Source: an optimization exercise on an open RTL-to-GDS flow (aim: small area). Production flows keep margins and buffers that such runs may drop.
At most, simulation tests tie the RTL to the original design; equivalence was not proved.
No activity file was given, so power comes from the tool's default toggle rates.

==> flow/design.v <==
`timescale 1ns/10ps
module udp_echo_top (
    input  logic        clk,
    input  logic        reset,
    input  logic        miso,
    output logic        sck,
    output logic        mosi,
    output logic        ssel_n,
    input  logic [63:0] tx_data,
    output logic [63:0] rx_data,
    output logic        pkg_timeout
);
    localparam logic [31:0] msg_id = 32'h7469_7277;
    localparam logic [3:0] s_init = 4'd0, s_idle = 4'd2, s_rsr = 4'd3,
        s_pull = 4'd4, s_rd_lo = 4'd5, s_rd_hi = 4'd6, s_recv = 4'd7, s_dest = 4'd8,
        s_push = 4'd9, s_wr_lo = 4'd10, s_wr_hi = 4'd11, s_send = 4'd12,
        s_rd_lo_g = 4'd13, s_rd_hi_g = 4'd14, s_recv_g = 4'd15;
    localparam logic [32*32-1:0] init_rom = {32'h00030800, 32'h00110C56, 32'h00100C09, 32'h000F0C02, 32'h000E0C0A, 32'h000D0CA8, 32'h000C0CC0, 32'h00010C01, 32'h00050C56, 32'h00040C09, 32'h001F0C10, 32'h001E0C10, 32'h00000C02, 32'h00080400, 32'h000704FF, 32'h000604FF, 32'h000504FF, 32'h00040401, 32'h0003040A, 32'h000204A8, 32'h000104C0, 32'h001204C1, 32'h0011040A, 32'h001004A8, 32'h000F04C0, 32'h000E041C, 32'h000D04E3, 32'h000C04CC, 32'h000B04FA, 32'h000A04AF, 32'h000904AA, 32'h002E04D8};
    logic [3:0] state;
    logic [4:0] sub;
    logic [15:0] rd_ptr;
    logic [15:3] wr_ptr;
    logic [7:0] bit_cnt;
    logic [63:0] chain;
    logic [47:0] peer;
    logic [31:0] rx_low;
    logic rx_valid;
    logic active;
    logic is_pull;
    logic is_push;
    logic is_cmd;
    logic last;
    logic issue;
    logic begin_frame;
    logic done;
    logic ready;
    logic shift_en;
    logic rx_acc;
    logic commit;
    logic peer_load;
    logic [7:0] read_byte;
    logic size_ok;
    logic [31:0] cmdv;
    logic cmd_bit;
    logic [7:0] peer_byte;
    assign active = !ssel_n;
    assign is_pull = (state == s_pull);
    assign is_push = (state == s_push);
    assign is_cmd = !is_pull && !is_push;
    assign last = is_pull ? (bit_cnt == 8'd152) : is_push ? (bit_cnt == 8'd88) : (bit_cnt == 8'd32);
    assign ready = !active && bit_cnt[1:0] == 2'd0;
    assign issue = ready && state != s_idle;
    assign begin_frame = !active && bit_cnt[1];
    assign done = !active && bit_cnt[0];
    assign rx_acc = (state == s_idle) && sub == 5'd31;
    assign commit = issue && state == s_rd_lo_g;
    assign read_byte = chain[7:0];
    assign size_ok = (read_byte == 8'd16);
    assign cmd_bit = use_var ? var_byte[~bit_cnt[2:0]] : cmdv[~bit_cnt[4:0]];
    assign mosi = active && !last &&
                  ((is_cmd || bit_cnt < 8'd24) ? cmd_bit : (is_push && chain[63]));
    assign shift_en = active && !last &&
                      (is_push ? (sck && bit_cnt >= 8'd24) :
                       (!sck && !(is_pull && bit_cnt >= 8'd88 && bit_cnt < 8'd120)));
    assign peer_load = active && is_pull && bit_cnt == 8'd120 && !sck && sub[0];
    always_comb begin
        case (sub[2:0])
            3'd1: peer_byte = peer[47:40];
            3'd2: peer_byte = peer[39:32];
            3'd3: peer_byte = peer[31:24];
            3'd4: peer_byte = peer[23:16];
            3'd5: peer_byte = peer[15:8];
            default: peer_byte = peer[7:0];
        endcase
    end
    logic use_var;
    logic var_hi;
    logic [7:0] var_byte;
    logic [7:0] wr_lo_byte;
    assign wr_lo_byte = {wr_ptr[7:3], 3'd0};
    assign var_hi = (is_pull || is_push) ? !bit_cnt[3] : (state == s_rd_hi || state == s_rd_hi_g || state == s_wr_hi);
    always_comb begin
        case (state)
            s_pull, s_rd_lo, s_rd_hi, s_rd_lo_g, s_rd_hi_g: var_byte = var_hi ? rd_ptr[15:8] : rd_ptr[7:0];
            s_push, s_wr_lo, s_wr_hi: var_byte = var_hi ? wr_ptr[15:8] : wr_lo_byte;
            default: var_byte = peer_byte;
        endcase
    end
    always_comb begin
        case (state)
            s_pull, s_push: use_var = !bit_cnt[4];
            s_rd_lo, s_rd_hi, s_rd_lo_g, s_rd_hi_g, s_wr_lo, s_wr_hi: use_var = bit_cnt[4] && bit_cnt[3];
            s_dest: use_var = rx_valid && bit_cnt[4] && bit_cnt[3];
            default: use_var = 1'b0;
        endcase
    end
    always_comb begin
        case (state)
            s_init, s_dest: cmdv = init_rom[32 * sub +: 32];
            s_rsr: cmdv = 32'h0027_0800;
            s_pull: cmdv = 32'h0000_1800;
            s_rd_lo, s_rd_lo_g: cmdv = 32'h0029_0C00;
            s_rd_hi, s_rd_hi_g: cmdv = 32'h0028_0C00;
            s_recv, s_recv_g: cmdv = 32'h0001_0C40;
            s_push: cmdv = 32'h0000_1400;
            s_wr_lo: cmdv = 32'h0025_0C00;
            s_wr_hi: cmdv = 32'h0024_0C00;
            default: cmdv = 32'h0001_0C20;
        endcase
    end
    always_ff @(posedge clk) begin
        if (reset) begin
            ssel_n <= 1'b1;
            sck <= 1'b0;
            bit_cnt <= '0;
        end else if (begin_frame) begin
            ssel_n <= 1'b0;
            sck <= 1'b0;
            bit_cnt <= '0;
        end else if (active) begin
            if (last) begin
                ssel_n <= 1'b1;
                bit_cnt <= bit_cnt + 8'd1;
            end else if (!sck) begin
                sck <= 1'b1;
            end else begin
                sck <= 1'b0;
                bit_cnt <= bit_cnt + 8'd1;
            end
        end else if (done) begin
            bit_cnt <= '0;
        end else if (issue) begin
            bit_cnt <= 8'd2;
        end
    end
    always_ff @(posedge clk) begin
        if (issue) begin
            chain <= tx_data;
        end else if (shift_en) begin
            chain <= {chain[62:0], miso};
        end
    end
    always_ff @(posedge clk) begin
        if (reset) begin
            state <= s_init;
            sub <= '0;
            rd_ptr <= '0;
            wr_ptr <= '0;
        end else if (active) begin
            if (!sck && is_pull && bit_cnt >= 8'd88 && bit_cnt < 8'd120) begin
                sub[0] <= sub[0] && (miso == msg_id[5'd23 - bit_cnt[4:0]]);
            end
        end else if (done) begin
                case (state)
                    s_init: begin
                        if (sub != 5'd31 || read_byte == 8'h22) sub <= sub + 5'd1;
                        if (sub == 5'd31 && read_byte == 8'h22) state <= s_idle;
                    end
                    s_rsr: begin
                        if (read_byte == 8'd0) begin
                            state <= s_idle;
                        end else if (size_ok) begin
                            state <= s_pull;
                        end else begin
                            rd_ptr <= rd_ptr + {8'd0, read_byte};
                            state <= s_rd_lo;
                        end
                    end
                    s_pull: begin
                        rd_ptr <= rd_ptr + 16'd16;
                        state <= s_rd_lo_g;
                    end
                    s_rd_lo: state <= s_rd_hi;
                    s_rd_hi: state <= s_recv;
                    s_rd_lo_g: state <= s_rd_hi_g;
                    s_rd_hi_g: state <= s_recv_g;
                    s_recv: state <= s_idle;
                    s_recv_g: begin
                        sub <= 5'd25;
                        state <= s_dest;
                    end
                    s_dest: begin
                        sub <= sub + 5'd1;
                        if (sub == 5'd30) state <= s_idle;
                    end
                    s_push: begin
                        wr_ptr <= wr_ptr + 13'd1;
                        state <= s_wr_lo;
                    end
                    s_wr_lo: state <= s_wr_hi;
                    s_wr_hi: state <= s_send;
                    default: state <= s_idle;
                endcase
        end else if (state == s_idle) begin
            if (rx_acc) begin
                sub <= 5'd30;
            end else if (sub == 5'd30) begin
                sub <= 5'd1;
                state <= s_push;
            end else if (sub == 5'd10) begin
                sub <= '0;
                state <= s_rsr;
            end else begin
                sub <= sub + 5'd1;
            end
        end else if (issue && is_pull) begin
            sub <= 5'd1;
        end
    end
    always_ff @(posedge clk) begin
        if (peer_load) peer <= chain[63:16];
    end
    always_ff @(posedge clk) begin
        if (reset) begin
            rx_valid <= 1'b0;
            rx_low <= '0;
        end else if (commit && sub[0]) begin
            rx_valid <= 1'b1;
            rx_low <= chain[31:0];
        end
    end
    assign rx_data = {rx_valid ? msg_id : 32'd0, rx_low};
    localparam logic [22:0] lfsr_at_timeout = 23'h30F84F;
    logic [22:0] lfsr;
    always_ff @(posedge clk) begin
        if (reset || rx_acc) begin
            lfsr <= '0;
            pkg_timeout <= 1'b0;
        end else begin
            lfsr <= {lfsr[21:0], ~(lfsr[22] ^ lfsr[17])};
            if (lfsr == lfsr_at_timeout) pkg_timeout <= 1'b1;
        end
    end
endmodule
export LEC_CHECK = 0
export CAP_MARGIN = 20
export CORE_MARGIN = 2
export CORE_UTILIZATION = 40
export SLEW_MARGIN = 20
create_clock -name core_clock -period 5.0 [get_ports {clk}]
standard.sh (not shown) runs the stock make flow with config.mk's settings and CLKGATE_MAP_FILE= SYNTH_SCRIPT=/design/flow/synth_recipe.tcl, a recipe that flattens the netlist after the stock synthesis.
==> flow/flow/run.sh <==
#!/bin/bash
# Own layout flow: the standard flow (standard.sh) with an area-oriented ABC
# script, a clock tree without dummy loads, and small port buffers.
set -euo pipefail
WORK=$(pwd)
# A copy of ORFS's scripts whose only change is the ABC mapping script
rm -rf "$WORK/scripts_mod"
cp -r "$FLOW_HOME/scripts" "$WORK/scripts_mod"
cp "$WORK/flow/abc.script" "$WORK/scripts_mod/abc_speed.script"
export SCRIPTS_DIR="$WORK/scripts_mod"
export CTS_ARGS="-sink_clustering_enable -repair_clock_nets -dont_use_dummy_load -buf_list sky130_fd_sc_hd__clkbuf_8 -sink_clustering_size 16 -sink_clustering_max_diameter 80"
export BUFFER_PORTS_ARGS="-buffer_cell sky130_fd_sc_hd__buf_1"
export SKIP_REPAIR_TIE_FANOUT=1
bash standard.sh > "$WORK/standard_flow.log" 2>&1
==> flow/flow/abc.script <==
strash
&get -n
&fraig -x
&put
scorr
dc2
strash
&get -n
&deepsyn -T 60
&dch -f
&nf -R 1000
&put
Edit:
--- a/flow/design.v
+++ b/flow/design.v
@@ -21,10 +21,11 @@
     logic [15:0] rd_ptr;
     logic [15:3] wr_ptr;
     logic [7:0] bit_cnt;
     logic [63:0] chain;
     logic [47:0] peer;
+    logic peer_def;
     logic [31:0] rx_low;
     logic rx_valid;
     logic active;
     logic is_pull;
     logic is_push;
@@ -88,11 +89,11 @@
     end
     always_comb begin
         case (state)
             s_pull, s_push: use_var = !bit_cnt[4];
             s_rd_lo, s_rd_hi, s_rd_lo_g, s_rd_hi_g, s_wr_lo, s_wr_hi: use_var = bit_cnt[4] && bit_cnt[3];
-            s_dest: use_var = rx_valid && bit_cnt[4] && bit_cnt[3];
+            s_dest: use_var = !peer_def && bit_cnt[4] && bit_cnt[3];
             default: use_var = 1'b0;
         endcase
     end
     always_comb begin
         case (state)
@@ -206,10 +207,15 @@
         end else if (issue && is_pull) begin
             sub <= 5'd1;
         end
     end
     always_ff @(posedge clk) begin
+        if (reset) begin
+            peer_def <= 1'b1;
+        end else if (peer_load) begin
+            peer_def <= 1'b0;
+        end
         if (peer_load) peer <= chain[63:16];
     end
     always_ff @(posedge clk) begin
         if (reset) begin
             rx_valid <= 1'b0;
The new run went through all stages and came out clean.
Combinational power came out lower by a quarter to a third.
Routed wire length came out lower slightly.
Worst hold slack loses 0.0079 ns.
Fmax came out higher slightly.
Die area stays flat.
Count of clock-buffer cells in the layout is unchanged.
Via count came out lower slightly.
Clock skew stays flat.
Core utilization came out lower by 0.14 points.
Global-route usage hardly moves.
Cell count came out higher slightly.
First-iteration DRC count came out higher by about a fifth.
Sequential share of layout area came out higher by 0.24 points.
Function not checked in the first run of this note: the RTL went through the layout flow alone.

-- static timing again, ports no longer ideal --
No port has a modelled driver above. Below, the same layouts with a new extraction and two added sets of constraints.
Step 1: set_driving_cell puts a clkbuf_16 on clk and a buf_2 on each other input, an assumption about the parent block.
Step 2, shift: input delay + t, output delay - t, t = (earliest + latest rising clock arrival at the registers) / 2. This alone moves slack from input paths to output paths.
Three values: ideal, step 1, step 2; two values: the first two.
run | t (ns) | setup WS [ns] | hold WS [ns] | worst setup path at the end | worst slew at a driven data input, ns
the first run | 0.554 | 0.316 / 0.273 / 0.828 | 0.430 / 0.430 / 0.430 | register to output | 0.04
the second run | 0.540 | 0.339 / 0.298 / 0.838 | 0.422 / 0.422 / 0.422 | register to output | 0.04
After both steps every run listed still meets setup and hold.
